This design comes from an exercise in tuning for small area, a short achievable clock period and few clock cycles per item on the open sky130 flow, not from production work.
Function was checked by simulation only, so behaviour that the tests miss may differ from the original.
Power and IR drop assume default switching activity.

==> flow/design.v, too long to show whole: its modules and the start of the top module <==
// module fp_classify: 22 lines
// module fp_sig_tree_a: 934 lines
// module fp_sig_tree_b: 23 lines
// module fp_sig_lowc: 99 lines
// module fp_sig_add: 210 lines
// module fp_mult_unit: 120 lines
module fp_mult_unit
(
    input  logic                clk,
    input  logic                rst_n,
    input  logic                clk_en,
    input  logic                start,
    input  logic [FP_WIDTH-1:0] dataa,
    input  logic [FP_WIDTH-1:0] datab,
    output logic [FP_WIDTH-1:0] result,
    output logic                done,
    output logic                busy
);
  // ...
==> flow/flow/run.sh <==
#!/bin/bash
# Own layout flow: the standard flow, with three changes.
#  1. The ports are buffered with buf_4 instead of the buffer buffer_ports
#     picks by default (the inputs fan out straight into the multiplier).
#  2. Between synthesis and floorplan, flow/fixinv.py re-polarises the full
#     adders of the standard synthesis (a full adder is self-dual) so that
#     fewer inverters sit between them; registers and logic function are
#     unchanged.
#  3. Timing repair aims at 5.3 ns of setup slack.
#  4. After synthesis, the slow low-power inverters and delay buffers are kept
#     out of the resizer's choices.
set -euo pipefail
cd "$(dirname "$0")/.."
export BUFFER_PORTS_ARGS="-buffer_cell sky130_fd_sc_hd__buf_4"
R=orfs/results/sky130hd/fp_mult_unit/base
bash standard.sh synth > synth.log 2>&1
cp $R/1_2_yosys.v 1_2_yosys.standard.v
python3 flow/fixinv.py 1_2_yosys.standard.v 1_2_yosys.fixinv.v > fixinv.log 2>&1
cp 1_2_yosys.fixinv.v $R/1_2_yosys.v
rm -f $R/1_synth.odb $R/1_synth.sdc
export SETUP_SLACK_MARGIN=5.3
export DONT_USE_CELLS="sky130_fd_sc_hd__clkinvlp_2 sky130_fd_sc_hd__clkinvlp_4 sky130_fd_sc_hd__clkdlybuf4s15_1 sky130_fd_sc_hd__clkdlybuf4s15_2 sky130_fd_sc_hd__clkdlybuf4s18_1 sky130_fd_sc_hd__clkdlybuf4s18_2 sky130_fd_sc_hd__clkdlybuf4s25_1 sky130_fd_sc_hd__clkdlybuf4s25_2 sky130_fd_sc_hd__clkdlybuf4s50_1 sky130_fd_sc_hd__clkdlybuf4s50_2"
bash standard.sh > layout.log 2>&1
==> flow/flow/fixinv.py <==
#!/usr/bin/env python3
"""Re-polarise full adders in a Yosys netlist to remove inverters between them.

A full adder is self-dual: FA(~a, ~b, ~c) = (~cout, ~sum). Flipping a full
adder therefore complements what its output nets carry and what its input pins
expect, without changing the function of the design. Every inverter is first
dissolved into its source signal; a local search then chooses the full adders
to flip so that the fewest signals need their complement, and one inverter is
rebuilt for each signal that still does.

usage: fixinv.py IN.v OUT.v
"""
import re
import sys
from collections import defaultdict

src = open(sys.argv[1]).read()
m = re.search(r'\n(\s*sky130_fd_sc_hd__\w+\s+\S+\s*\()', src)
head_end = m.start() + 1
end = src.rindex('endmodule')
head = src[:head_end]
body = src[head_end:end]

cell_re = re.compile(r'\s*(sky130_fd_sc_hd__\w+)\s+(\S+)\s*\((.*?)\);', re.S)
pin_re = re.compile(r'\.(\w+)\(([^()]*)\)')
cells = []
pos = 0
for mm in cell_re.finditer(body):
    assert body[pos:mm.start()].strip() == '', body[pos:mm.start()][:200]
    pos = mm.end()
    typ, name, conn = mm.groups()
    pins = [(p, n.strip()) for p, n in pin_re.findall(conn)]
    cells.append([typ, name, pins])
assert body[pos:].strip() == ''

OUTS = {'X', 'Y', 'SUM', 'COUT', 'Q', 'Q_N', 'HI', 'LO'}
INV = re.compile(r'sky130_fd_sc_hd__(clk)?inv_\d+$')
FA = re.compile(r'sky130_fd_sc_hd__fa_\d+$')

driver = {}
for i, (typ, name, pins) in enumerate(cells):
    for p, n in pins:
        if p in OUTS:
            driver[n] = (i, p)

# logical literal of each net: (root net, polarity); inverters collapse
lit_cache = {}


def lit(n):
    if n in lit_cache:
        return lit_cache[n]
    d = driver.get(n)
    if d is not None and INV.match(cells[d[0]][0]):
        a = dict(cells[d[0]][2])['A']
        r, p = lit(a)
        res = (r, p ^ 1)
    else:
        res = (n, 0)
    lit_cache[n] = res
    return res


outports = set()
for mm in re.finditer(r'^\s*output\s+(\[(\d+):(\d+)\]\s+)?(\w+);', head, re.M):
    if mm.group(1):
        hi, lo = int(mm.group(2)), int(mm.group(3))
        for b in range(min(hi, lo), max(hi, lo) + 1):
            outports.add(f'{mm.group(4)}[{b}]')
    else:
        outports.add(mm.group(4))

inv_cells = [i for i, c in enumerate(cells) if INV.match(c[0])]
fa_cells = [i for i, c in enumerate(cells) if FA.match(c[0])]
is_fa = set(fa_cells)

# loads: (cell index or None for a port, pin, root, polarity demanded)
loads = defaultdict(list)
for i, (typ, name, pins) in enumerate(cells):
    if INV.match(typ):
        continue
    for p, n in pins:
        if p in OUTS:
            continue
        r, pol = lit(n)
        loads[r].append((i, p, pol))
for n in outports:
    r, pol = lit(n)
    if (r, pol) != (n, 0):
        loads[r].append((None, n, pol))

flip = defaultdict(int)        # FA index -> 1 if flipped


def root_flip(r):
    d = driver.get(r)
    if d is not None and d[0] in is_fa:
        return flip[d[0]]
    return 0


def needs_inv(r):
    x = root_flip(r)
    for (ci, p, pol) in loads[r]:
        want = pol ^ (flip[ci] if ci in is_fa else 0)
        if want != x:
            return True
    return False


# signals touching each FA (its outputs and inputs' roots)
fa_sigs = {}
for i in fa_cells:
    s = set()
    for p, n in cells[i][2]:
        if p in OUTS:
            s.add(n)
        else:
            s.add(lit(n)[0])
    fa_sigs[i] = s


def cost(sigs):
    return sum(needs_inv(r) for r in sigs)


before = sum(needs_inv(r) for r in list(loads))
import random
random.seed(1)
cur = sum(needs_inv(r) for r in list(loads))
best = cur
best_flip = dict(flip)
T = 2.0
steps = 60000
rounds = steps
for k in range(steps):
    T = 2.0 * (1 - k / steps) + 0.01
    i = random.choice(fa_cells)
    sig = fa_sigs[i]
    c0 = cost(sig)
    flip[i] ^= 1
    c1 = cost(sig)
    d = c1 - c0
    if d <= 0 or random.random() < pow(2.718, -d / T):
        cur += d
        if cur < best:
            best = cur
            best_flip = dict(flip)
    else:
        flip[i] ^= 1
flip.clear()
flip.update(best_flip)
after = sum(needs_inv(r) for r in list(loads))
sys.stderr.write(f'fixinv: {len(inv_cells)} inverters, {len(fa_cells)} full adders; '
                 f'signals needing a complement {before} -> {after}; '
                 f'{sum(flip.values())} adders flipped in {rounds} rounds\n')

# rebuild: reuse the old inverter instance/net names where possible
inv_of = {}            # root -> (inst name, out net) of an existing inverter on it
for i in inv_cells:
    a = dict(cells[i][2])['A']
    y = dict(cells[i][2])['Y']
    r, pol = lit(y)
    if pol == 1 and r not in inv_of and lit(a) == (r, 0):
        inv_of[r] = (cells[i][1], y, cells[i][0])

new_cells = []
extra_wires = []
made = {}
cnt = [0]


def phys(r, want):
    """net carrying literal (r, want) after flipping"""
    if want == root_flip(r):
        return r
    if r not in made:
        if r in inv_of:
            name, y, typ = inv_of[r]
        else:
            cnt[0] += 1
            name, y, typ = f'fixinv_{cnt[0]}', f'fixinv_n{cnt[0]}', 'sky130_fd_sc_hd__inv_1'
            extra_wires.append(y)
        made[r] = (name, y, typ)
    return made[r][1]


port_assigns = []
for i, (typ, name, pins) in enumerate(cells):
    if INV.match(typ):
        continue
    f = flip[i] if i in is_fa else 0
    newpins = []
    for p, n in pins:
        if p in OUTS:
            newpins.append((p, n))
        else:
            r, pol = lit(n)
            newpins.append((p, phys(r, pol ^ f)))
    new_cells.append((typ, name, newpins))

# output ports that were driven through inverters
for n in sorted(outports):
    r, pol = lit(n)
    if (r, pol) == (n, 0):
        continue
    d = driver.get(n)
    # keep the port's own driver: an inverter (or buffer chain) from the root
    want = pol
    if want == root_flip(r):
        # port carries the root's value as-is: use a buffer to keep the port net
        new_cells.append(('sky130_fd_sc_hd__buf_1', f'fixinv_pb{len(new_cells)}', [('A', r), ('X', n)]))
    else:
        new_cells.append(('sky130_fd_sc_hd__inv_1', f'fixinv_pi{len(new_cells)}', [('A', r), ('Y', n)]))

for r, (name, y, typ) in made.items():
    new_cells.append((typ, name, [('A', r), ('Y', y)]))

# nets that no longer exist keep their declarations (harmless); add new ones
out = [head]
for w in extra_wires:
    out.append(f'  wire {w};\n')
def esc(n):
    return n + ' ' if n.startswith('\\') else n


for typ, name, pins in new_cells:
    out.append(f'  {typ} {esc(name)} (\n' + ',\n'.join(f'    .{p}({esc(n)})' for p, n in pins) + '\n  );\n')
out.append('endmodule\n')
open(sys.argv[2], 'w').write(''.join(out))
sys.stderr.write(f'fixinv: {len(made)} inverters rebuilt\n')
==> flow/standard.sh <==
#!/bin/bash
# synth_recipe.tcl (not shown) runs the flow's synth.tcl, then flattens the netlist and writes it again
# the make line also repeats each setting of config.mk as NAME=value (left out here)
make -C /OpenROAD-flow-scripts/flow DESIGN_CONFIG=/design/flow/config.mk WORK_HOME=/design/flow/orfs CLKGATE_MAP_FILE= SYNTH_SCRIPT=/design/flow/synth_recipe.tcl "${@:-finish}"
==> flow/config.mk <==
export PLATFORM = sky130hd
export DESIGN_NAME = fp_mult_unit
export DESIGN_NICKNAME = fp_mult_unit
export VERILOG_FILES = /design/flow/design.v
export SDC_FILE = /design/flow/constraint.sdc
export NUM_CORES = 4
export LEC_CHECK = 0
export ABC_AREA = 1
export CAP_MARGIN = 20
export CORE_MARGIN = 2
export CORE_UTILIZATION = 60
export CTS_BUF_LIST = sky130_fd_sc_hd__clkbuf_4 sky130_fd_sc_hd__clkbuf_8
export PLACE_DENSITY = 0.7
export SLEW_MARGIN = 20
==> flow/constraint.sdc <==
create_clock -name core_clock -period 12.0 [get_ports {clk}]
set_input_delay 2.4000 -clock core_clock [delete_from_list [all_inputs] [get_ports {clk}]]
set_output_delay 2.4000 -clock core_clock [all_outputs]
set_load 0.01 [all_outputs]
==> impl_metrics.csv, run 1 <==
group,metric,value,unit
outcome,outcome,"no timing/DRC/antenna violations",
global_routing,gr-usage-met2,0.5128,
sta,worst_slack,5379,ps
pwr,p_switching,2.551,mW
cells_and_area,drive_gt1_frac,0.1026,
cells_and_area,buf_share,0.05510,
sta,slew_viol_final,0,
cells_and_area,diodes,0,
detailed_routing,wl_met2,22690,µm
global_routing,grt_pass1_vias,15352,
placement,dp_slack,4197,ps
worst_setup_path,crit_top_cell,"fa_1",
cells_and_area,final_common_cell,"xor2_1",
pwr,combPwrFrac,0.837,
placement,dp_hpwl,40200,µm
worst_setup_path,r2r_cells,1,
pwr,switching_share,0.5275,
detailed_routing,vias_per_cell,6.342,
worst_setup_path,arrival,6800,ps
cells_and_area,sh_seq_area,0.1063,
placement,dpl_cell_area,18490,µm²
floorplanning,die-area,30630,µm²
worst_setup_path,path_depth,16,
placement,routabilityCongestion,1.019,
placement,dp.cells,2459,
pwr,p_comb,4.05,mW
worst_setup_path,cp_cell_sequence,"buf_4, nor2_1, inv_1, nand2_1, buf_4, o22ai_1, xor2_1, fa_1, fa_1, fa_1, fa_1, fa_1, inv_1, ha_1, ha_1, a21o_1",
sta,rsz0062_at_grt,"true",
cells_and_area,utilization,0.6557,
clock_network,path_clk_slew,110,ps
pwr,p_clk_frac,0.037,
worst_setup_path,cpPeakStageDelay,500,ps
pwr,power,4.837,mW
detailed_routing,routedWlPerCell,21.93,µm
sta,period_share,0.5517,
global_routing,antenna_found_initial,0,
global_routing,track_usage,0.3596,
cells_and_area,top_register,"q_q",
worst_setup_path,cpMaxStageDelayCell,"fa_1",
floorplanning,die_height,175,µm
clock_network,ctsLongestPathBuffers,2,
clock_network,cts_resized,17,
clock_network,cts_buffers,9,
Testbench counts, summed over its fixed seeds: cycles 8,000, items 8,000.
==> run 2, diff against run 1 <==
--- a/flow/flow/run.sh
+++ b/flow/flow/run.sh
@@ -6,7 +6,7 @@
 #     adders of the standard synthesis (a full adder is self-dual) so that
 #     fewer inverters sit between them; registers and logic function are
 #     unchanged.
-#  3. Timing repair aims at 5.3 ns of setup slack.
+#  3. Timing repair aims at 5.65 ns of setup slack.
 #  4. After synthesis, the slow low-power inverters and delay buffers are kept
 #     out of the resizer's choices.
 set -euo pipefail
@@ -18,6 +18,6 @@
 python3 flow/fixinv.py 1_2_yosys.standard.v 1_2_yosys.fixinv.v > fixinv.log 2>&1
 cp 1_2_yosys.fixinv.v $R/1_2_yosys.v
 rm -f $R/1_synth.odb $R/1_synth.sdc
-export SETUP_SLACK_MARGIN=5.3
+export SETUP_SLACK_MARGIN=5.65
 export DONT_USE_CELLS="sky130_fd_sc_hd__clkinvlp_2 sky130_fd_sc_hd__clkinvlp_4 sky130_fd_sc_hd__clkdlybuf4s15_1 sky130_fd_sc_hd__clkdlybuf4s15_2 sky130_fd_sc_hd__clkdlybuf4s18_1 sky130_fd_sc_hd__clkdlybuf4s18_2 sky130_fd_sc_hd__clkdlybuf4s25_1 sky130_fd_sc_hd__clkdlybuf4s25_2 sky130_fd_sc_hd__clkdlybuf4s50_1 sky130_fd_sc_hd__clkdlybuf4s50_2"
 bash standard.sh > layout.log 2>&1
--- a/flow/config.mk
+++ b/flow/config.mk
@@ -9,6 +9,5 @@
 export CAP_MARGIN = 20
 export CORE_MARGIN = 2
 export CORE_UTILIZATION = 60
-export CTS_BUF_LIST = sky130_fd_sc_hd__clkbuf_4 sky130_fd_sc_hd__clkbuf_8
 export PLACE_DENSITY = 0.7
 export SLEW_MARGIN = 20
==> run 2 against run 1 <==
Total power is 5.6% higher. Register-to-register slack better by 20 ps. Critical path depth is 2 lower. Worst hold slack worse by 20 ps. Area after synthesis stayed put. Clock skew stayed put. Setup slack better by 270 ps. Design area is 7.5% higher. Sequential power is 0.8% higher. Utilization is 4.9 points higher.
==> impl_metrics.csv, run 2 <==
group,metric,value,unit
clock_network,cts_tree,"yes",
sta,finalCriticalPeriod,6349,ps
floorplanning,io_pins,102,
pwr,peakVddDrop,0.1753,mV
placement,dpl_cell_area,18570,µm²
detailed_routing,dr.pass1.iters,8,
clock_network,cts_buffers,9,
worst_setup_path,crit_type,"input pin to flip-flop",
clock_network,ctsLongestPathBuffers,2,
floorplanning,start_util,0.6096,
sta,rsz0062_at_grt,"true",
sta,relSlewSlack,0.4027,
sta,slew_viol_final,0,
detailed_routing,met1_length,22660,µm
cells_and_area,top_register,"q_q",
yosys,synth_nets,2518,
detailed_routing,highest_layer,"met5",
worst_setup_path,r2r_cells,1,
pwr,power_leakage,9.053,nW
sta,setup_viol,0,
floorplanning,num_rows,62,
placement,dp_hpwl,39840,µm
worst_setup_path,cp-end-kind,"flip-flop",
hold_path,hp-class,"flip-flop to flip-flop",
yosys,yosysWarnings,2,
sta,fin_hold_ws,531.7,ps
pwr,power_density,251.8,nW/µm²
cells_and_area,design_area,20280,µm²
floorplanning,die_height,175,µm
sta,worst_slew_pin_slew,895.9,ps
hold_path,whs_path_depth,1,
global_routing,grt_pass1_vias,16101,
sta,setup_tns,0,ps
floorplanning,core,28780,µm²
cells_and_area,area_delta_synth_final,15.61,%
placement,io_buffer_count,101,
detailed_routing,wirelength,60130,µm
detailed_routing,antenna_left,0,
floorplanning,die_w,175,µm
detailed_routing,dr.first_iter.drc_count,2931,
worst_setup_path,critPathMaxFanout,20,
sta,fmax,157.5,MHz
clock_network,path_clk_slew,50,ps
floorplanning,die-area,30630,µm²
worst_setup_path,critPathRequiredTime,12090,ps
worst_setup_path,arrival,6440,ps
yosys,synthesis.area,17540,µm²
global_routing,grt_pass1_wl,88300,µm
run,drv_cap,0,
cells_and_area,n_fill_cell,2290,
detailed_routing,route.met3.wl,9832,µm
sta,finalHoldViolCount,0,
detailed_routing,drc,0,
global_routing,track_usage,0.3763,
clock_network,insertion_delay,350,ps
detailed_routing,vias_per_cell,6.573,
yosys,synth_cells,2082,
detailed_routing,vias,16675,
cells_and_area,drive_gt1_frac,0.1622,
global_routing,antenna_found_initial,1,
detailed_routing,routedWlPerCell,23.70,µm
clock_network,cts-hold-fix-buffers,0,
worst_setup_path,start_kind,"input pin",
outcome,outcome,"no timing/DRC/antenna violations",
clock_network,h-tree-depth,3,
detailed_routing,wl_met2,24520,µm
cells_and_area,final_common_cell,"xor2_1",
global_routing,gr-total-overflow,0,
clock_network,clock-root-buffer,"clkbuf_16",
clock_network,clkSinkCount,67,
sta,period_share,0.5291,
cells_and_area,top_regs,"q_q: 45 flops, e0_q: 10 flops",
cells_and_area,final_nets,2583,
global_routing,grt_max_degree,68,
yosys,syn_area_per_cell,8.427,µm²
sta,clock_skew,0,ps
placement,routabilityCongestion,0.9539,
cells_and_area,most-common-layout-cells,"277 x xor2_1, 247 x fa_1, 238 x o22ai_1",
cells_and_area,largest_reg_flops,45,
==> run 2: where the power goes <==
| group | switching (mW) | internal, mW |
|---|---|---|
| sequential | 0.0547 | 0.561 |
| clock | 0.105 | 0.138 |
| combinational | 2.49 | 1.76 |
| total | 2.65 | 2.46 |
==> run 2: area by class of cell <==
class,count,area (µm²),share of cell area
multi-input cells,1599,14550,0.7174
flip-flops and latches,67,2007,0.09894
repair buffers,180,1677,0.08266
inverters,282,1246,0.06144
well taps,384,480.5,0.02369
clock buffers,9,225.2,0.01110
repair inverters,8,51.30,0.002529
clock inverters,7,43.79,0.002159
diodes,1,2.502,0.0001234
==> run 2: metrics by stage <==
stage / setup WS (ps) / total power [mW] / utilization / cells
finish: 5651 / 5.108 / 0.7048 / 2537
floorplan: 5645 / 3.550 / - / 2082
global placement: 4449 / 4.460 / 0.6451 / 2453
detailed placement: 4355 / 4.616 / 0.6451 / 2453
CTS: 5610 / 4.916 / 0.6708 / 2487
global route: 5609 / 5.740 / 0.7047 / 2536
==> run 2: path summary, 6_finish.rpt <==
| kind | from | endpoint | slack [ps] |
|---|---|---|---|
| setup reg to reg | done_q | done_q | 11250 |
| hold / removal | done_q | done_q | 530 |
| hold reg to reg | done_q | done_q | 530 |
| setup / recovery | datab[3] | q_q[15] | 5650 |
| min in group asynchronous | rst_n | done_q | 1810 |
| max in group asynchronous | rst_n | done_q | 10110 |
==> run 2: timing repair <==
item | 4_1_cts | 5_1_grt
gates resized for setup | 81 | 123
endpoints found under the setup margin | 61 | 47
pin swaps | 7 | 31
setup buffers | 10 | 36
gates cloned | 8 | 13
==> run 2: layer usage <==
metal | up-vias | global-route usage
met1 | 7809 | 0.5284
met2 | 1444 | 0.5328
li1 | 7083 | -
met5 | - | 0
met3 | 335 | 0.1268
met4 | 4 | 0.1573
==> run 2: critical path, stage by stage <==
cell,delay (ps)
buf_16,190
nand2_2,70
inv_2,100
nor2_4,60
o21bai_4,230
buf_4,180
o22ai_1,150
xor2_1,210
fa_2,510
fa_1,470
fa_1,480
fa_1,430
fa_1,520
fa_1,410
==> run 3, diff against run 2 <==
--- a/flow/flow/run.sh
+++ b/flow/flow/run.sh
@@ -6,7 +6,7 @@
 #     adders of the standard synthesis (a full adder is self-dual) so that
 #     fewer inverters sit between them; registers and logic function are
 #     unchanged.
-#  3. Timing repair aims at 5.65 ns of setup slack.
+#  3. Timing repair aims at 5.5 ns of setup slack.
 #  4. After synthesis, the slow low-power inverters and delay buffers are kept
 #     out of the resizer's choices.
 set -euo pipefail
@@ -18,6 +18,6 @@
 python3 flow/fixinv.py 1_2_yosys.standard.v 1_2_yosys.fixinv.v > fixinv.log 2>&1
 cp 1_2_yosys.fixinv.v $R/1_2_yosys.v
 rm -f $R/1_synth.odb $R/1_synth.sdc
-export SETUP_SLACK_MARGIN=5.65
+export SETUP_SLACK_MARGIN=5.5
 export DONT_USE_CELLS="sky130_fd_sc_hd__clkinvlp_2 sky130_fd_sc_hd__clkinvlp_4 sky130_fd_sc_hd__clkdlybuf4s15_1 sky130_fd_sc_hd__clkdlybuf4s15_2 sky130_fd_sc_hd__clkdlybuf4s18_1 sky130_fd_sc_hd__clkdlybuf4s18_2 sky130_fd_sc_hd__clkdlybuf4s25_1 sky130_fd_sc_hd__clkdlybuf4s25_2 sky130_fd_sc_hd__clkdlybuf4s50_1 sky130_fd_sc_hd__clkdlybuf4s50_2"
 bash standard.sh > layout.log 2>&1
--- a/flow/config.mk
+++ b/flow/config.mk
@@ -8,6 +8,6 @@
 export ABC_AREA = 1
 export CAP_MARGIN = 20
 export CORE_MARGIN = 2
-export CORE_UTILIZATION = 60
-export PLACE_DENSITY = 0.7
+export CORE_UTILIZATION = 50
+export PLACE_DENSITY = 0.6
 export SLEW_MARGIN = 20
==> run 3 against run 2 <==
Critical path depth decreased by 2. Register-to-register slack about the same. Utilization decreased by 13 points. Sequential share of layout area increased by 0.29 points. Final cell count increased by 1.5%. Clock-buffer cell count unchanged. Highest routed layer is now met4. Flip-flop and latch count unchanged. Critical path type unchanged. Largest cell class unchanged. Still clean on timing, DRC and antenna.
==> impl_metrics.csv, run 3 <==
group,metric,value,unit
outcome,outcome,"no timing/DRC/antenna violations",
sta,rsz0062_at_grt,"false",
sta,relSlewSlack,0.4039,
worst_setup_path,critPathMaxFanout,18,
global_routing,grt_pass1_wl,88640,µm
floorplanning,die_height,191.3,µm
sta,worst_slew_pin_slew,894.2,ps
sta,fmax,155.5,MHz
floorplanning,io_pins,102,
cells_and_area,regArea,2007,µm²
worst_setup_path,start_kind,"input pin",
cells_and_area,final_nets,2551,
cells_and_area,final_common_cell,"xor2_1",
floorplanning,core,34540,µm²
placement,dp_hpwl,41880,µm
clock_network,clock-root-buffer,"clkbuf_16",
pwr,p_clk_frac,0.063,
cells_and_area,largest_reg_flops,45,
hold_path,hold_end,"done_q",
clock_network,ctsLongestPathBuffers,2,
placement,routabilityCongestion,0.9144,
worst_setup_path,critPathRequiredTime,12090,ps
cells_and_area,multi_input_comb_area,14220,µm²
sta,setup_viol,0,
cells_and_area,drive_gt1_frac,0.1264,
detailed_routing,antenna_left,0,
run,drv_cap,0,
hold_path,hp-class,"flip-flop to flip-flop",
floorplanning,die-area,36600,µm²
pwr,seqPwrFrac,0.122,
detailed_routing,wl_met2,24520,µm
clock_network,insertion_delay,360,ps
worst_setup_path,rrSetupSlack,11240,ps
pwr,switching_share,0.5143,
detailed_routing,routedWlPerCell,22.54,µm
sta,finalCriticalPeriod,6431,ps
hold_path,hold_path_startpoint,"done_q",
placement,dpl_cell_area,18590,µm²
clock_network,cts_buffers,9,
clock_network,h-tree-depth,3,
global_routing,gr-total-overflow,0,
sta,finalHoldViolCount,0,
hold_path,whs_path_depth,1,
worst_setup_path,r2r_start,"done_q",
global_routing,grt_pass1_vias,15382,
worst_setup_path,crit_type,"input pin to flip-flop",
sta,setup_tns,0,ps
worst_setup_path,cp-end-kind,"flip-flop",
cells_and_area,design_area,19700,µm²
detailed_routing,drc,0,
detailed_routing,highest_layer,"met4",
cells_and_area,n_fill_cell,3165,
cells_and_area,diodes,0,
cells_and_area,top_regs,"q_q: 45 flops, e0_q: 10 flops",
cells_and_area,top_register,"q_q",
detailed_routing,route.met3.wl,6908,µm
detailed_routing,vias_per_cell,6.051,
floorplanning,die_w,191.3,µm
clock_network,cts-hold-fix-buffers,0,
detailed_routing,vias,15582,
sta,clock_skew,0,ps
floorplanning,start_util,0.5079,
cells_and_area,area_delta_synth_final,12.27,%
global_routing,track_usage,0.3206,
worst_setup_path,r2r_cells,1,
yosys,synthesis.area,17540,µm²
placement,io_buffer_count,101,
yosys,yosysWarnings,2,
pwr,combPwrFrac,0.816,
detailed_routing,dr.pass1.iters,6,
cells_and_area,utilization,0.5702,
sta,period_share,0.5360,
yosys,synth_cells,2082,
global_routing,grt_max_degree,68,
pwr,power_leakage,8.842,nW
clock_network,clkSinkCount,67,
pwr,p_int,2.458,mW
cells_and_area,most-common-layout-cells,"279 x xor2_1, 257 x fa_1, 252 x o22ai_1",
sta,slew_viol_final,0,
clock_network,cts_tree,"yes",
detailed_routing,wirelength,58040,µm
worst_setup_path,r2r-end,"done_q",
floorplanning,num_rows,68,
detailed_routing,met1_length,25040,µm
detailed_routing,dr.first_iter.drc_count,1655,
clock_network,path_clk_slew,60,ps
yosys,synth_nets,2518,
yosys,syn_area_per_cell,8.427,µm²
pwr,p_switching,2.602,mW
pwr,power_density,256.9,nW/µm²
worst_setup_path,arrival,6520,ps
global_routing,antenna_found_initial,1,
pwr,peakVddDrop,0.2911,mV
run 3: changes by cell type in the layout (fill, tap and decap cells not counted), sizes merged:
cell,before,now
buf,175,154
bufinv,0,3
clkbuf,14,10
clkinv,16,15
clkinvlp,22,10
diode,1,0
inv,259,265
nand2,262,260
o21ai,88,87
run 3: how the worst max path moves through the flow:
stage                    from  endpoint  slack [ps]  cells past startpoint
finish              datab[21]   q_q[11]        5570                     12
global route        datab[11]      g2_q        5470                     16
CTS                  datab[3]      g2_q        5480                     17
detailed placement   datab[0]      g2_q        4320                     15
global placement     datab[0]      g2_q        4460                     15
floorplan            datab[9]      g2_q        5460                     16
run 3: what timing repair did:
item / 4_1_cts / 5_1_grt
resized for setup: 48 / 76
buffers inserted: 4 / 17
gates cloned: 4 / 6
pin swaps: 3 / 7
endpoints found under the setup margin: 54 / 47
run 3: area by class of cell:
type / instances / share of cell area
Multi-Input combinational cell: 1596 / 0.7219
Sequential cell: 67 / 0.1019
Timing Repair Buffer: 155 / 0.06790
Inverter: 282 / 0.06028
Tap cell: 455 / 0.02890
Clock buffer: 9 / 0.01143
Clock inverter: 7 / 0.006352
Timing Repair inverter: 4 / 0.001334
run 3: routing by layer:
metal / up-vias / track usage
met3: 109 / 0.08629
li1: 7020 / -
met1: 7536 / 0.4676
met2: 917 / 0.4577
met4: 0 / 0.1089
met5: - / 0
run 3: per-stage QoR:
stage / hold slack (ps) / cells / setup WS (ps) / total power, mW
3_3_place_gp: 519.2 / 2528 / 4459 / 4.522
4_1_cts: 546.9 / 2552 / 5480 / 5.007
3_5_place_dp: 533.6 / 2528 / 4324 / 4.640
2_1_floorplan: 572.6 / 2082 / 5465 / 3.539
5_1_grt: 573.1 / 2575 / 5470 / 5.694
6_report: 539.2 / 2575 / 5569 / 5.060
run 3: worst max-delay path, stage by stage:
cell and delay, ps:
buf_4 290, inv_8 140, ha_4 410, clkinvlp_4 230
a22oi_2 240, fa_1 520, fa_1 420, inv_1 80
fa_1 430, fa_1 470, fa_1 410, fa_1 460
run 3: power by group through the flow:
stage	Clock (mW)	Combinational, mW	Sequential (mW)
2_1_floorplan	0	2.94	0.600
3_3_place_gp	0	3.91	0.616
3_5_place_dp	0	4.02	0.620
4_1_cts	0.326	4.07	0.615
5_1_grt	0.335	4.73	0.628
6_report	0.319	4.13	0.615
==> run 4, diff against run 3 <==
==> flow/flow/run.sh (replaced) <==
#!/bin/bash
# Own layout flow: the standard flow, with three changes.
#  1. The ports are buffered with buf_2 (upsized by timing repair where needed) instead of the buffer buffer_ports
#     picks by default (the inputs fan out straight into the multiplier).
#  2. Between synthesis and floorplan, flow/fixinv.py re-polarises the full
#     adders of the standard synthesis (a full adder is self-dual) so that
#     fewer inverters sit between them; registers and logic function are
#     unchanged.
#  3. After synthesis, the slow low-power inverters and delay buffers are kept
#     out of the resizer's choices.
set -euo pipefail
cd "$(dirname "$0")/.."
export BUFFER_PORTS_ARGS="-buffer_cell sky130_fd_sc_hd__buf_2"
R=orfs/results/sky130hd/fp_mult_unit/base
bash standard.sh synth > synth.log 2>&1
cp $R/1_2_yosys.v 1_2_yosys.standard.v
python3 flow/fixinv.py 1_2_yosys.standard.v 1_2_yosys.fixinv.v > fixinv.log 2>&1
cp 1_2_yosys.fixinv.v $R/1_2_yosys.v
rm -f $R/1_synth.odb $R/1_synth.sdc
export DONT_USE_CELLS="sky130_fd_sc_hd__clkinvlp_2 sky130_fd_sc_hd__clkinvlp_4 sky130_fd_sc_hd__clkdlybuf4s15_1 sky130_fd_sc_hd__clkdlybuf4s15_2 sky130_fd_sc_hd__clkdlybuf4s18_1 sky130_fd_sc_hd__clkdlybuf4s18_2 sky130_fd_sc_hd__clkdlybuf4s25_1 sky130_fd_sc_hd__clkdlybuf4s25_2 sky130_fd_sc_hd__clkdlybuf4s50_1 sky130_fd_sc_hd__clkdlybuf4s50_2"
bash standard.sh > layout.log 2>&1
--- a/flow/config.mk
+++ b/flow/config.mk
@@ -8,6 +8,7 @@
 export ABC_AREA = 1
 export CAP_MARGIN = 20
 export CORE_MARGIN = 2
-export CORE_UTILIZATION = 50
-export PLACE_DENSITY = 0.6
+export CORE_UTILIZATION = 60
+export PLACE_DENSITY = 0.7
+export SETUP_SLACK_MARGIN = 5
 export SLEW_MARGIN = 20
==> run 4 against run 3 <==
Design area fell by 5.1%. Clock-buffer cell count did not move. Flip-flop and latch count did not move. Largest power group unchanged. Clock skew did not move. Worst hold slack got worse by 5.7 ps. Sequential power barely moved. Sequential share of layout area rose by 0.55 points. Combinational power fell by 2%. Critical path type unchanged. Global-route usage rose by 4.0 points. Total power fell by 2.3%.
==> impl_metrics.csv, run 4 <==
group,metric,value,unit
pwr,combPwrFrac,0.816,
detailed_routing,wirelength,54290,µm
outcome,outcome,"no timing/DRC/antenna violations",
floorplanning,die-area,30630,µm²
clock_network,clkSinkCount,67,
clock_network,path_clk_slew,80,ps
floorplanning,num_rows,62,
floorplanning,start_util,0.6096,
detailed_routing,routedWlPerCell,21.89,µm
detailed_routing,vias_per_cell,6.345,
clock_network,cts_tree,"yes",
global_routing,grt_max_degree,68,
run,drv_cap,0,
cells_and_area,most-common-layout-cells,"279 x xor2_1, 262 x fa_1, 252 x o22ai_1",
sta,rsz0062_at_grt,"true",
sta,slew_viol_final,0,
yosys,yosysWarnings,2,
sta,relSlewSlack,0.2834,
sta,finalCriticalPeriod,6928,ps
cells_and_area,largest_reg_flops,45,
clock_network,cts_buffers,9,
pwr,power_density,264.4,nW/µm²
pwr,p_clk_frac,0.059,
sta,clock_skew,0,ps
pwr,p_switching,2.551,mW
global_routing,track_usage,0.3605,
pwr,switching_share,0.5162,
cells_and_area,area_delta_synth_final,6.540,%
detailed_routing,vias,15735,
placement,dp_hpwl,40130,µm
cells_and_area,top_regs,"q_q: 45 flops, e0_q: 10 flops",
yosys,synth_nets,2518,
detailed_routing,dr.pass1.iters,6,
detailed_routing,antenna_left,0,
yosys,syn_area_per_cell,8.427,µm²
sta,fmax,144.3,MHz
worst_setup_path,critPathRequiredTime,12130,ps
global_routing,gr-total-overflow,0,
cells_and_area,final_common_cell,"xor2_1",
worst_setup_path,crit_type,"input pin to flip-flop",
clock_network,h-tree-depth,3,
clock_network,cts-hold-fix-buffers,0,
yosys,synth_cells,2082,
pwr,peakVddDrop,0.2206,mV
sta,setup_tns,0,ps
placement,io_buffer_count,101,
sta,worst_slew_pin_slew,1067,ps
floorplanning,core,28780,µm²
cells_and_area,final_nets,2526,
cells_and_area,top_register,"q_q",
global_routing,antenna_found_initial,0,
global_routing,grt_pass1_wl,85610,µm
global_routing,grt_pass1_vias,15701,
sta,period_share,0.5773,
clock_network,clock-root-buffer,"clkbuf_16",
worst_setup_path,arrival,7050,ps
floorplanning,io_pins,102,
detailed_routing,drc,0,
clock_network,ctsLongestPathBuffers,2,
worst_setup_path,cp-end-kind,"flip-flop",
detailed_routing,dr.first_iter.drc_count,2022,
worst_setup_path,start_kind,"input pin",
yosys,synthesis.area,17540,µm²
pwr,seqPwrFrac,0.124,
worst_setup_path,critPathMaxFanout,23,
hold_path,hp-class,"flip-flop to flip-flop",
pwr,power_leakage,8.569,nW
pwr,p_int,2.391,mW
worst_setup_path,rrSetupSlack,11240,ps
placement,routabilityCongestion,0.9606,
floorplanning,die_w,175,µm
sta,setup_viol,0,
cells_and_area,drive_gt1_frac,0.1012,
pwr,power,4.942,mW
clock_network,insertion_delay,350,ps
floorplanning,die_height,175,µm
sta,finalHoldViolCount,0,
-- run 4: cell type report --
class	count	area, µm²
Tap cell	384	480.5
Timing Repair inverter	1	7.507
Clock inverter	7	98.84
Antenna cell	1	2.502
Inverter	282	1089
Fill cell	2504	10090
Clock buffer	9	225.2
Multi-Input combinational cell	1591	13970
Sequential cell	67	2007
Timing Repair Buffer	138	808.3
-- run 4: critical path, stage by stage --
cell and delay [ps]:
clkbuf_4 260, inv_4 400, nand2_1 130, o21ai_1 90, buf_4 320, o22ai_1 140
xor2_1 220, fa_1 480, fa_1 460, fa_1 390, fa_1 470, fa_1 500
inv_1 40, ha_1 280, ha_1 290, a21o_1 160
-- run 4: timing repair --
action                     4_1_cts  5_1_grt
hold endpoints to repair         0        0
setup buffers                    0        4
gates cloned                     0        1
gates resized for setup         12       26
setup endpoints to repair       21       37
-- run 4: worst paths after layout --
path / startpoint / end / cells after the start
max in group asynchronous: rst_n / done_q / 1
setup / recovery: datab[11] / g2_q / 16
hold reg to reg: done_q / done_q / 1
hold / removal: done_q / done_q / 1
min in group asynchronous: rst_n / done_q / 1
setup reg to reg: done_q / done_q / 1
-- run 4: power by group through the flow --
stage	Combinational, mW	Clock, mW	Sequential [mW]
global placement	3.81	0	0.614
floorplan	2.93	0	0.600
global route	4.67	0.308	0.624
CTS	4.01	0.298	0.614
finish	4.04	0.294	0.613
detailed placement	3.98	0	0.618
-- run 4: stage by stage --
stage	instance area [µm²]	hold WS [ps]	util	cells	setup slack [ps]
2_1_floorplan	17540	572.6	-	2082	5059
3_3_place_gp	18230	502.8	0.6334	2458	4065
3_5_place_dp	18230	523.7	0.6334	2458	3902
4_1_cts	18580	536.8	0.6457	2474	4929
5_1_grt	18690	561.5	0.6494	2479	4964
6_report	18690	533.5	0.6495	2480	5072
-- run 4: metal layers --
layer / part of all wire / wire (µm) / GRT usage
met4: 0.040 / 2145 / 0.1365
met1: 0.40 / 21940 / 0.5124
met3: 0.14 / 7624 / 0.1027
met2: 0.41 / 22510 / 0.5237
met5: 0.0012 / 67 / 0
==> run 5, diff against run 4 <==
--- a/flow/flow/run.sh
+++ b/flow/flow/run.sh
@@ -6,7 +6,8 @@
 #     adders of the standard synthesis (a full adder is self-dual) so that
 #     fewer inverters sit between them; registers and logic function are
 #     unchanged.
-#  3. After synthesis, the slow low-power inverters and delay buffers are kept
+#  3. Timing repair aims at 5.5 ns of setup slack.
+#  4. After synthesis, the slow low-power inverters and delay buffers are kept
 #     out of the resizer's choices.
 set -euo pipefail
 cd "$(dirname "$0")/.."
@@ -17,5 +18,6 @@
 python3 flow/fixinv.py 1_2_yosys.standard.v 1_2_yosys.fixinv.v > fixinv.log 2>&1
 cp 1_2_yosys.fixinv.v $R/1_2_yosys.v
 rm -f $R/1_synth.odb $R/1_synth.sdc
+export SETUP_SLACK_MARGIN=5.5
 export DONT_USE_CELLS="sky130_fd_sc_hd__clkinvlp_2 sky130_fd_sc_hd__clkinvlp_4 sky130_fd_sc_hd__clkdlybuf4s15_1 sky130_fd_sc_hd__clkdlybuf4s15_2 sky130_fd_sc_hd__clkdlybuf4s18_1 sky130_fd_sc_hd__clkdlybuf4s18_2 sky130_fd_sc_hd__clkdlybuf4s25_1 sky130_fd_sc_hd__clkdlybuf4s25_2 sky130_fd_sc_hd__clkdlybuf4s50_1 sky130_fd_sc_hd__clkdlybuf4s50_2"
 bash standard.sh > layout.log 2>&1
--- a/flow/config.mk
+++ b/flow/config.mk
@@ -9,6 +9,6 @@
 export CAP_MARGIN = 20
 export CORE_MARGIN = 2
 export CORE_UTILIZATION = 60
+export CTS_BUF_LIST = sky130_fd_sc_hd__clkbuf_4 sky130_fd_sc_hd__clkbuf_8
 export PLACE_DENSITY = 0.7
-export SETUP_SLACK_MARGIN = 5
 export SLEW_MARGIN = 20
==> run 5 against run 4 <==
Still clean. Critical path depth fell by 4. Sequential share of layout area shrank 0.23 points. Final cell count up 0.81%. Clock power fell by 42%. Setup slack improved by 490 ps. Via count rose by 1.8%.
==> impl_metrics.csv, run 5 <==
group,metric,value,unit
hold_path,whs_path_depth,1,
sta,finalCriticalPeriod,6442,ps
detailed_routing,wirelength,55610,µm
placement,dp_hpwl,40120,µm
cells_and_area,drive_gt1_frac,0.1215,
worst_setup_path,start_kind,"input pin",
hold_path,hold_end,"done_q",
placement,routabilityCongestion,0.9706,
clock_network,clock-root-buffer,"clkbuf_8",
yosys,synth_nets,2518,
cells_and_area,design_area,19100,µm²
worst_setup_path,rrSetupSlack,11240,ps
clock_network,insertion_delay,370,ps
clock_network,clkSinkCount,67,
cells_and_area,diodes,0,
cells_and_area,n_fill_cell,2476,
worst_setup_path,r2r-end,"done_q",
cells_and_area,largest_reg_flops,45,
worst_setup_path,arrival,6560,ps
yosys,yosysWarnings,2,
sta,slew_viol_final,0,
worst_setup_path,critPathMaxFanout,18,
cells_and_area,top_register,"q_q",
pwr,power_leakage,8.669,nW
clock_network,cts_tree,"yes",
pwr,peakVddDrop,0.2360,mV
yosys,synthesis.area,17540,µm²
clock_network,ctsLongestPathBuffers,2,
cells_and_area,most-common-layout-cells,"279 x xor2_1, 258 x fa_1, 252 x o22ai_1",
cells_and_area,top_regs,"q_q: 45 flops, e0_q: 10 flops",
floorplanning,die_height,175,µm
sta,worst_slew_pin_slew,914.0,ps
placement,io_buffer_count,101,
worst_setup_path,crit_type,"input pin to flip-flop",
worst_setup_path,cp-end-kind,"flip-flop",
sta,fmax,155.2,MHz
placement,dpl_cell_area,18240,µm²
detailed_routing,antenna_left,0,
global_routing,track_usage,0.3576,
pwr,power_density,256.2,nW/µm²
floorplanning,die_w,175,µm
floorplanning,die-area,30630,µm²
sta,clock_skew,0,ps
floorplanning,num_rows,62,
yosys,syn_area_per_cell,8.427,µm²
sta,rsz0062_at_grt,"true",
worst_setup_path,critPathRequiredTime,12110,ps
sta,relSlewSlack,0.3907,
global_routing,antenna_found_initial,0,
sta,period_share,0.5368,
detailed_routing,vias,16023,
global_routing,grt_max_degree,68,
outcome,outcome,"no timing/DRC/antenna violations",
detailed_routing,dr.pass1.iters,9,
floorplanning,core,28780,µm²
detailed_routing,dr.first_iter.drc_count,2125,
global_routing,grt_pass1_vias,15338,
detailed_routing,routedWlPerCell,22.25,µm
run,drv_cap,0,
clock_network,h-tree-depth,3,
hold_path,hold_path_startpoint,"done_q",
sta,setup_tns,0,ps
cells_and_area,final_common_cell,"xor2_1",
worst_setup_path,r2r_cells,1,
sta,finalHoldViolCount,0,
cells_and_area,final_nets,2547,
clock_network,path_clk_slew,70,ps
detailed_routing,vias_per_cell,6.409,
cells_and_area,area_delta_synth_final,8.865,%
global_routing,grt_pass1_wl,84480,µm
global_routing,gr-total-overflow,0,
detailed_routing,drc,0,
floorplanning,start_util,0.6096,
clock_network,cts_buffers,9,
floorplanning,io_pins,102,
hold_path,hp-class,"flip-flop to flip-flop",
yosys,synth_cells,2082,
worst_setup_path,r2r_start,"done_q",
sta,setup_viol,0,
## run 5: cell count changes in the layout (fill, tap and decap cells not counted), sizes merged
cell	delta
bufinv	-2
buf	+16
clkbuf	-3
inv	-3
diode	-1
clkinvlp	+6
clkinv	+3
o21bai	+1
nand2	+3
## run 5: layout make-up
| type | count | area, µm² | share of cell area |
|---|---|---|---|
| clock buffer | 9 | 123.9 | 0.006485 |
| clock inverter | 7 | 43.79 | 0.002293 |
| inverter | 282 | 1176 | 0.06158 |
| multi-input combinational | 1595 | 14190 | 0.7432 |
| sequential | 67 | 2007 | 0.1051 |
| tap | 384 | 480.5 | 0.02516 |
| timing repair buffer | 151 | 1039 | 0.05437 |
| timing repair inverter | 5 | 35.03 | 0.001834 |
## run 5: timing repair
item,4_1_cts,5_1_grt
buffers inserted,8,10
gates cloned,3,7
hold buffers,0,0
setup endpoints to repair,55,44
pin swaps,1,6
resized for setup,52,65
## run 5: critical path, stage by stage
cell     delay (ps)
buf_4           300
inv_6           170
ha_4            340
inv_1           330
a22oi_1         190
fa_1            540
inv_1           110
fa_1            440
fa_1            450
fa_1            400
fa_1            420
fa_1            450
## run 5: through the flow
stage	utilization	total power, mW	instances	hold WS [ps]	worst slack (ps)
final	0.6636	4.894	2500	534.8	5558
after global routing	0.6636	5.528	2500	580.1	5490
after CTS	0.6487	4.809	2483	544.9	5441
after detailed placement	0.6338	4.599	2456	528.3	4225
after global placement	0.6338	4.422	2456	500.7	4304
after floorplan	-	3.539	2082	572.6	5465
## run 5: metal layers
metal / wire length [µm] / GRT usage / share of wire
met3: 7620 / 0.08464 / 0.14
met5: 0 / 0 / 0
met2: 23590 / 0.5240 / 0.42
met4: 1853 / 0.1243 / 0.033
met1: 22550 / 0.5208 / 0.41
## run 5: how the worst max path moves through the flow
| stage | endpoint | startpoint | cells past startpoint |
|---|---|---|---|
| floorplan | g2_q | datab[9] | 16 |
| global placement | g2_q | datab[3] | 16 |
| detailed placement | g2_q | datab[3] | 16 |
| CTS | g2_q | datab[7] | 15 |
| global route | g1_q | datab[3] | 18 |
| finish | q_q[11] | datab[21] | 12 |
## run 5: report_power, final
group / switching, mW / internal (mW)
clock: 0.0963 / 0.0737
combinational: 2.44 / 1.67
sequential: 0.0546 / 0.560
total: 2.59 / 2.31
==> run 6, diff against run 5 <==
--- a/flow/flow/run.sh
+++ b/flow/flow/run.sh
@@ -6,7 +6,7 @@
 #     adders of the standard synthesis (a full adder is self-dual) so that
 #     fewer inverters sit between them; registers and logic function are
 #     unchanged.
-#  3. Timing repair aims at 5.5 ns of setup slack.
+#  3. Timing repair aims at 5.3 ns of setup slack.
 #  4. After synthesis, the slow low-power inverters and delay buffers are kept
 #     out of the resizer's choices.
 set -euo pipefail
@@ -18,6 +18,6 @@
 python3 flow/fixinv.py 1_2_yosys.standard.v 1_2_yosys.fixinv.v > fixinv.log 2>&1
 cp 1_2_yosys.fixinv.v $R/1_2_yosys.v
 rm -f $R/1_synth.odb $R/1_synth.sdc
-export SETUP_SLACK_MARGIN=5.5
+export SETUP_SLACK_MARGIN=5.3
 export DONT_USE_CELLS="sky130_fd_sc_hd__clkinvlp_2 sky130_fd_sc_hd__clkinvlp_4 sky130_fd_sc_hd__clkdlybuf4s15_1 sky130_fd_sc_hd__clkdlybuf4s15_2 sky130_fd_sc_hd__clkdlybuf4s18_1 sky130_fd_sc_hd__clkdlybuf4s18_2 sky130_fd_sc_hd__clkdlybuf4s25_1 sky130_fd_sc_hd__clkdlybuf4s25_2 sky130_fd_sc_hd__clkdlybuf4s50_1 sky130_fd_sc_hd__clkdlybuf4s50_2"
 bash standard.sh > layout.log 2>&1
==> run 6 against run 5 <==
Largest cell class unchanged. Clock skew did not move. Still clean. Flip-flop and latch count did not move. Clock power is 2% higher.
==> impl_metrics.csv, run 6 <==
group,metric,value,unit
sta,setup_tns,0,ps
sta,finalCriticalPeriod,6606,ps
worst_setup_path,r2r-end,"done_q",
worst_setup_path,start_kind,"input pin",
cells_and_area,most-common-layout-cells,"279 x xor2_1, 262 x fa_1, 252 x o22ai_1",
placement,io_buffer_count,101,
clock_network,ctsLongestPathBuffers,2,
sta,rsz0062_at_grt,"true",
yosys,yosysWarnings,2,
outcome,outcome,"no timing/DRC/antenna violations",
hold_path,whs_path_depth,1,
detailed_routing,dr.first_iter.drc_count,1940,
global_routing,gr-total-overflow,0,
floorplanning,core,28780,µm²
placement,dpl_cell_area,18240,µm²
sta,slew_viol_final,0,
detailed_routing,vias,15856,
floorplanning,io_pins,102,
worst_setup_path,arrival,6790,ps
global_routing,antenna_found_initial,0,
floorplanning,die_w,175,µm
floorplanning,die_height,175,µm
cells_and_area,final_nets,2531,
worst_setup_path,r2r_cells,1,
cells_and_area,final_common_cell,"xor2_1",
clock_network,path_clk_slew,110,ps
placement,dp_slack,3945,ps
yosys,synthesis.area,17540,µm²
sta,period_share,0.5505,
pwr,power_leakage,8.547,nW
sta,worst_slew_pin_slew,997.4,ps
run,drv_cap,0,
clock_network,clock-root-buffer,"clkbuf_8",
cells_and_area,design_area,18700,µm²
cells_and_area,drive_gt1_frac,0.1057,
cells_and_area,diodes,0,
detailed_routing,vias_per_cell,6.383,
yosys,synth_nets,2518,
detailed_routing,dr.pass1.iters,6,
global_routing,grt_pass1_vias,15316,
detailed_routing,antenna_left,0,
floorplanning,start_util,0.6096,
yosys,syn_area_per_cell,8.427,µm²
placement,dp_hpwl,39510,µm
clock_network,h-tree-depth,3,
sta,fmax,151.4,MHz
hold_path,hold_end,"done_q",
cells_and_area,top_register,"q_q",
clock_network,cts_tree,"yes",
hold_path,hp-class,"flip-flop to flip-flop",
sta,finalHoldViolCount,0,
floorplanning,die-area,30630,µm²
sta,fin_hold_ws,538.3,ps
detailed_routing,routedWlPerCell,21.93,µm
cells_and_area,top_regs,"q_q: 45 flops, e0_q: 10 flops",
worst_setup_path,cp-end-kind,"flip-flop",
clock_network,clkSinkCount,67,
global_routing,grt_max_degree,68,
sta,setup_viol,0,
cells_and_area,largest_reg_flops,45,
detailed_routing,drc,0,
pwr,peakVddDrop,0.2065,mV
worst_setup_path,critPathMaxFanout,23,
sta,relSlewSlack,0.3299,
global_routing,grt_pass1_wl,84730,µm
placement,routabilityCongestion,0.9711,
clock_network,cts_buffers,9,
worst_setup_path,critPathRequiredTime,12180,ps
worst_setup_path,r2r_start,"done_q",
hold_path,hold_path_startpoint,"done_q",
worst_setup_path,crit_type,"input pin to flip-flop",
worst_setup_path,rrSetupSlack,11240,ps
global_routing,track_usage,0.3574,
detailed_routing,wirelength,54490,µm
clock_network,insertion_delay,370,ps
yosys,synth_cells,2082,
cells_and_area,area_delta_synth_final,6.611,%
pwr,power_density,256.9,nW/µm²
floorplanning,num_rows,62,
sta,worst_slack,5394,ps
cells_and_area,n_fill_cell,2504,
sta,clock_skew,0,ps
==> run 6: where the power goes <==
part / switching, mW / internal, mW
registers: 0.0523 / 0.560
logic: 2.38 / 1.64
clock network: 0.100 / 0.0736
==> run 6: worst max-delay path by stage <==
stage	startpoint	end	cells after the start
floorplan	datab[21]	q_q[11]	12
global placement	datab[3]	g2_q	16
detailed placement	datab[3]	g2_q	16
CTS	datab[15]	g2_q	16
global route	datab[15]	g2_q	16
finish	datab[15]	g2_q	16
==> run 6: metrics by stage <==
step	power, mW	util	cells
floorplan	3.534	-	2082
global placement	4.427	0.6336	2459
detailed placement	4.557	0.6336	2459
CTS	4.761	0.6434	2478
global route	5.420	0.6499	2484
finish	4.805	0.6499	2484
==> run 6: timing repair <==
item                                   in CTS  in global routing
endpoints found under the hold margin       0                  0
pin swaps                                   0                  3
setup endpoints to repair                  50                 34
setup buffers                               2                  1
hold buffers                                0                  0
resized for setup                          32                 37
gates cloned                                1                  5
==> run 6: final cells by class <==
| cell class | instances | area (µm²) | share of cell area |
|---|---|---|---|
| inverters | 282 | 1122 | 0.06000 |
| clock buffers | 9 | 123.9 | 0.006623 |
| repair buffers | 140 | 840.8 | 0.04495 |
| clock inverters | 7 | 45.04 | 0.002408 |
| well taps | 384 | 480.5 | 0.02569 |
| repair inverters | 2 | 16.27 | 0.0008696 |
| multi-input cells | 1593 | 14070 | 0.7522 |
| flip-flops and latches | 67 | 2007 | 0.1073 |
==> run 6: metal layers <==
metal | GRT usage | vias up | part of all wire
li1 | - | 6974 | -
met1 | 0.5157 | 7569 | 0.40
met2 | 0.5161 | 1131 | 0.42
met3 | 0.1012 | 182 | 0.14
met4 | 0.1243 | 0 | 0.037
met5 | 0 | - | 0
==> run 6: worst max-delay path, stage by stage <==
cell	delay, ps
buf_4	240
inv_4	330
nand2_1	90
nand2_1	70
buf_4	300
o22ai_1	150
xor2_1	180
fa_1	410
fa_1	440
fa_1	390
fa_1	470
fa_1	490
inv_1	40
ha_1	270
ha_1	290
a21o_1	160
==> run 7, diff against run 6 <==
==> flow/flow/run.sh (replaced) <==
#!/bin/bash
# Own layout flow: the standard flow, with three changes.
#  1. The ports are buffered with buf_1 (upsized by timing repair where needed) instead of the buffer buffer_ports
#     picks by default (the inputs fan out straight into the multiplier).
#  2. Between synthesis and floorplan, flow/fixinv.py re-polarises the full
#     adders of the standard synthesis (a full adder is self-dual) so that
#     fewer inverters sit between them; registers and logic function are
#     unchanged.
#  3. Timing repair aims at 5.5 ns of setup slack.
#  4. After synthesis, the slow low-power inverters and delay buffers are kept
#     out of the resizer's choices.
set -euo pipefail
cd "$(dirname "$0")/.."
export BUFFER_PORTS_ARGS="-buffer_cell sky130_fd_sc_hd__buf_1"
R=orfs/results/sky130hd/fp_mult_unit/base
bash standard.sh synth > synth.log 2>&1
cp $R/1_2_yosys.v 1_2_yosys.standard.v
python3 flow/fixinv.py 1_2_yosys.standard.v 1_2_yosys.fixinv.v > fixinv.log 2>&1
cp 1_2_yosys.fixinv.v $R/1_2_yosys.v
rm -f $R/1_synth.odb $R/1_synth.sdc
export SETUP_SLACK_MARGIN=5.5
export DONT_USE_CELLS="sky130_fd_sc_hd__clkinvlp_2 sky130_fd_sc_hd__clkinvlp_4 sky130_fd_sc_hd__clkdlybuf4s15_1 sky130_fd_sc_hd__clkdlybuf4s15_2 sky130_fd_sc_hd__clkdlybuf4s18_1 sky130_fd_sc_hd__clkdlybuf4s18_2 sky130_fd_sc_hd__clkdlybuf4s25_1 sky130_fd_sc_hd__clkdlybuf4s25_2 sky130_fd_sc_hd__clkdlybuf4s50_1 sky130_fd_sc_hd__clkdlybuf4s50_2"
bash standard.sh > layout.log 2>&1
==> run 7 against run 6 <==
Clock skew unchanged. Critical path depth down 5. Sequential power about the same. Critical path type unchanged. Largest power group unchanged. Highest routed layer unchanged.
==> impl_metrics.csv, run 7 <==
group,metric,value,unit
outcome,outcome,"no timing/DRC/antenna violations",
sta,setup_tns,0,ps
sta,slew_viol_final,0,
hold_path,hold_path_startpoint,"done_q",
detailed_routing,antenna_left,0,
worst_setup_path,crit_top_cell,"fa_1",
detailed_routing,dr.pass1.iters,8,
sta,worst_slew_pin_slew,910.6,ps
global_routing,track_usage,0.3717,
worst_setup_path,critPathRequiredTime,12130,ps
cells_and_area,final_common_cell,"xor2_1",
pwr,peakVddDrop,0.2150,mV
clock_network,cts-hold-fix-buffers,0,
cells_and_area,multi_input_comb_area,14300,µm²
sta,finalHoldViolCount,0,
yosys,syn_area_per_cell,8.427,µm²
worst_setup_path,crit_type,"input pin to flip-flop",
cells_and_area,most-common-layout-cells,"279 x xor2_1, 249 x o22ai_1, 248 x fa_1",
placement,routabilityCongestion,0.9711,
clock_network,cts_buffers,9,
hold_path,hp-class,"flip-flop to flip-flop",
cells_and_area,regArea,2007,µm²
pwr,power_density,260.4,nW/µm²
global_routing,grt_pass1_wl,87610,µm
floorplanning,die_height,175,µm
placement,dp_slack,3846,ps
worst_setup_path,cp-end-kind,"flip-flop",
floorplanning,core,28780,µm²
sta,relSlewSlack,0.3929,
hold_path,hold_end,"done_q",
cells_and_area,largest_reg_flops,45,
global_routing,antenna_found_initial,0,
detailed_routing,wirelength,57880,µm
sta,worst_slack,5556,ps
clock_network,ctsLongestPathBuffers,2,
clock_network,clkSinkCount,67,
worst_setup_path,cpPeakStageDelay,690,ps
cells_and_area,top_register,"q_q",
placement,dpl_cell_area,18180,µm²
sta,finalCriticalPeriod,6444,ps
clock_network,insertion_delay,390,ps
cells_and_area,area_delta_synth_final,10.99,%
worst_setup_path,arrival,6570,ps
sta,clock_skew,0,ps
clock_network,clock-root-buffer,"clkbuf_8",
pwr,power_leakage,8.604,nW
floorplanning,die-area,30630,µm²
yosys,synth_nets,2518,
sta,setup_viol,0,
worst_setup_path,cp_cell_sequence,"buf_1, clkinvlp_2, o22ai_1, xor2_1, fa_1, inv_1, fa_1, fa_1, fa_1, fa_1, fa_1",
detailed_routing,vias_per_cell,6.412,
cells_and_area,final_nets,2580,
sta,fin_hold_ws,543.3,ps
global_routing,grt_max_degree,68,
worst_setup_path,rrSetupSlack,11240,ps
yosys,yosysWarnings,2,
detailed_routing,vias,16242,
cells_and_area,diodes,0,
worst_setup_path,crit_family,"adder cells",
worst_setup_path,critPathBufInv,3,
sta,rsz0062_at_grt,"true",
placement,dp_hpwl,39630,µm
floorplanning,die_w,175,µm
global_routing,gr-total-overflow,0,
worst_setup_path,r2r_cells,1,
clock_network,h-tree-depth,3,
detailed_routing,dr.first_iter.drc_count,2079,
hold_path,whs_path_depth,1,
worst_setup_path,start_kind,"input pin",
run,drv_cap,0,
detailed_routing,drc,0,
worst_setup_path,critPathMaxFanout,12,
clock_network,cts_tree,"yes",
floorplanning,io_pins,102,
cells_and_area,top_regs,"q_q: 45 flops, e0_q: 10 flops",
yosys,synth_cells,2082,
worst_setup_path,cpMaxStageDelayCell,"clkinvlp_2",
floorplanning,num_rows,62,
cells_and_area,n_fill_cell,2372,
cells_and_area,drive_gt1_frac,0.1038,
worst_setup_path,r2r-end,"done_q",
cells_and_area,design_area,19470,µm²
detailed_routing,routedWlPerCell,22.85,µm
floorplanning,start_util,0.6096,
global_routing,grt_pass1_vias,15591,
placement,io_buffer_count,101,
worst_setup_path,r2r_start,"done_q",
clock_network,path_clk_slew,70,ps
sta,fmax,155.2,MHz
yosys,synthesis.area,17540,µm²
sta,period_share,0.5370,
==> run 7: cell types whose count changed in the layout (fill, tap and decap cells not counted), moves of 6 or more <==
cell	before	now
fa_2	0	14
buf_8	0	7
clkbuf_2	0	6
buf_2	93	3
buf_1	0	91
buf_4	40	54
buf_12	0	10
fa_1	262	248
==> run 7: power breakdown <==
group | leakage (nW) | total [mW] | switching [mW] | internal (mW)
Sequential | 0.655 | 0.615 | 0.0541 | 0.560
Clock | 0.102 | 0.199 | 0.0960 | 0.103
Combinational | 7.85 | 4.26 | 2.50 | 1.76
Total | 8.60 | 5.07 | 2.65 | 2.42
==> run 7: final cells by class <==
type,instances,area share
Timing Repair inverter,7,0.002699
Tap cell,384,0.02467
Clock inverter,4,0.002634
Timing Repair Buffer,181,0.06464
Clock buffer,12,0.007518
Sequential cell,67,0.1031
Multi-Input combinational cell,1596,0.7343
Inverter,282,0.06046
==> run 7: how the worst max path moves through the flow <==
stage                     startpoint      end  slack, ps  depth (start not counted)
final                      dataa[21]  q_q[28]       5560                         11
after global routing        datab[3]     g2_q       5480                         19
after CTS                  datab[17]     g2_q       5470                         17
after detailed placement    datab[7]     g2_q       3850                         15
after global placement      datab[7]     g2_q       3990                         15
after floorplan             datab[9]     g2_q       5460                         16
==> run 7: repair_timing <==
| action | in CTS | in global routing |
|---|---|---|
| resized for setup | 71 | 101 |
| gates cloned | 6 | 10 |
| setup buffers | 21 | 15 |
| pin swaps | 5 | 19 |
| setup endpoints to repair | 66 | 50 |
==> run 7: metal layers <==
layer / track usage / vias to the layer above / routed length [µm]
met5: 0 / - / 0
met4: 0.1347 / 0 / 2225
met1: 0.5425 / 7727 / 23380
li1: - / 7067 / -
met3: 0.1036 / 188 / 8377
met2: 0.5290 / 1260 / 23900
==> run 7: per-stage QoR <==
| step | utilization | std cells | total power [mW] |
|---|---|---|---|
| detailed placement | 0.6318 | 2465 | 4.607 |
| CTS | 0.6552 | 2508 | 4.864 |
| global placement | 0.6318 | 2465 | 4.424 |
| floorplan | - | 2082 | 3.539 |
| finish | 0.6766 | 2533 | 5.070 |
| global route | 0.6766 | 2533 | 5.668 |

## port drivers added, routing unchanged
The flow's constraints put no driver on any port. The routed layouts listed below were extracted and timed again, unchanged, in two steps.
Step 1 sets driving cells, clkbuf_16 on the clock port and buf_2 on the other inputs (assumed; they add their load-dependent delay and slew).
Step 2, shift: input delay + t, output delay - t, t = (earliest + latest rising clock arrival at the registers) / 2. This alone moves slack from input paths to output paths.
Slacks: ideal / step 1 / step 2; pairs: ideal / step 1.
run | t (ns) | slack for setup (ns) | hold WS [ns] | slew at the worst register clock pin (ns)
run 1 | 0.434 | 5.379 / 5.399 / 4.965 | 0.552 / 0.552 / 0.552 | 0.11 / 0.11
run 2 | 0.410 | 5.651 / 5.612 / 5.202 | 0.532 / 0.532 / 0.532 | 0.07 / 0.07
run 3 | 0.408 | 5.569 / 5.590 / 5.182 | 0.539 / 0.539 / 0.539 | 0.07 / 0.07
run 4 | 0.396 | 5.072 / 5.096 / 4.700 | 0.534 / 0.534 / 0.534 | 0.08 / 0.08
run 5 | 0.430 | 5.558 / 5.578 / 5.148 | 0.535 / 0.535 / 0.535 | 0.10 / 0.10
run 6 | 0.433 | 5.394 / 5.422 / 4.988 | 0.538 / 0.538 / 0.538 | 0.11 / 0.11
run 7 | 0.442 | 5.556 / 5.556 / 5.114 | 0.543 / 0.543 / 0.543 | 0.09 / 0.09
After both steps setup and hold are still met in every run listed. The setup slack of run 2, which loses most, moves by -0.039 ns with the drivers and by -0.449 ns with both steps.
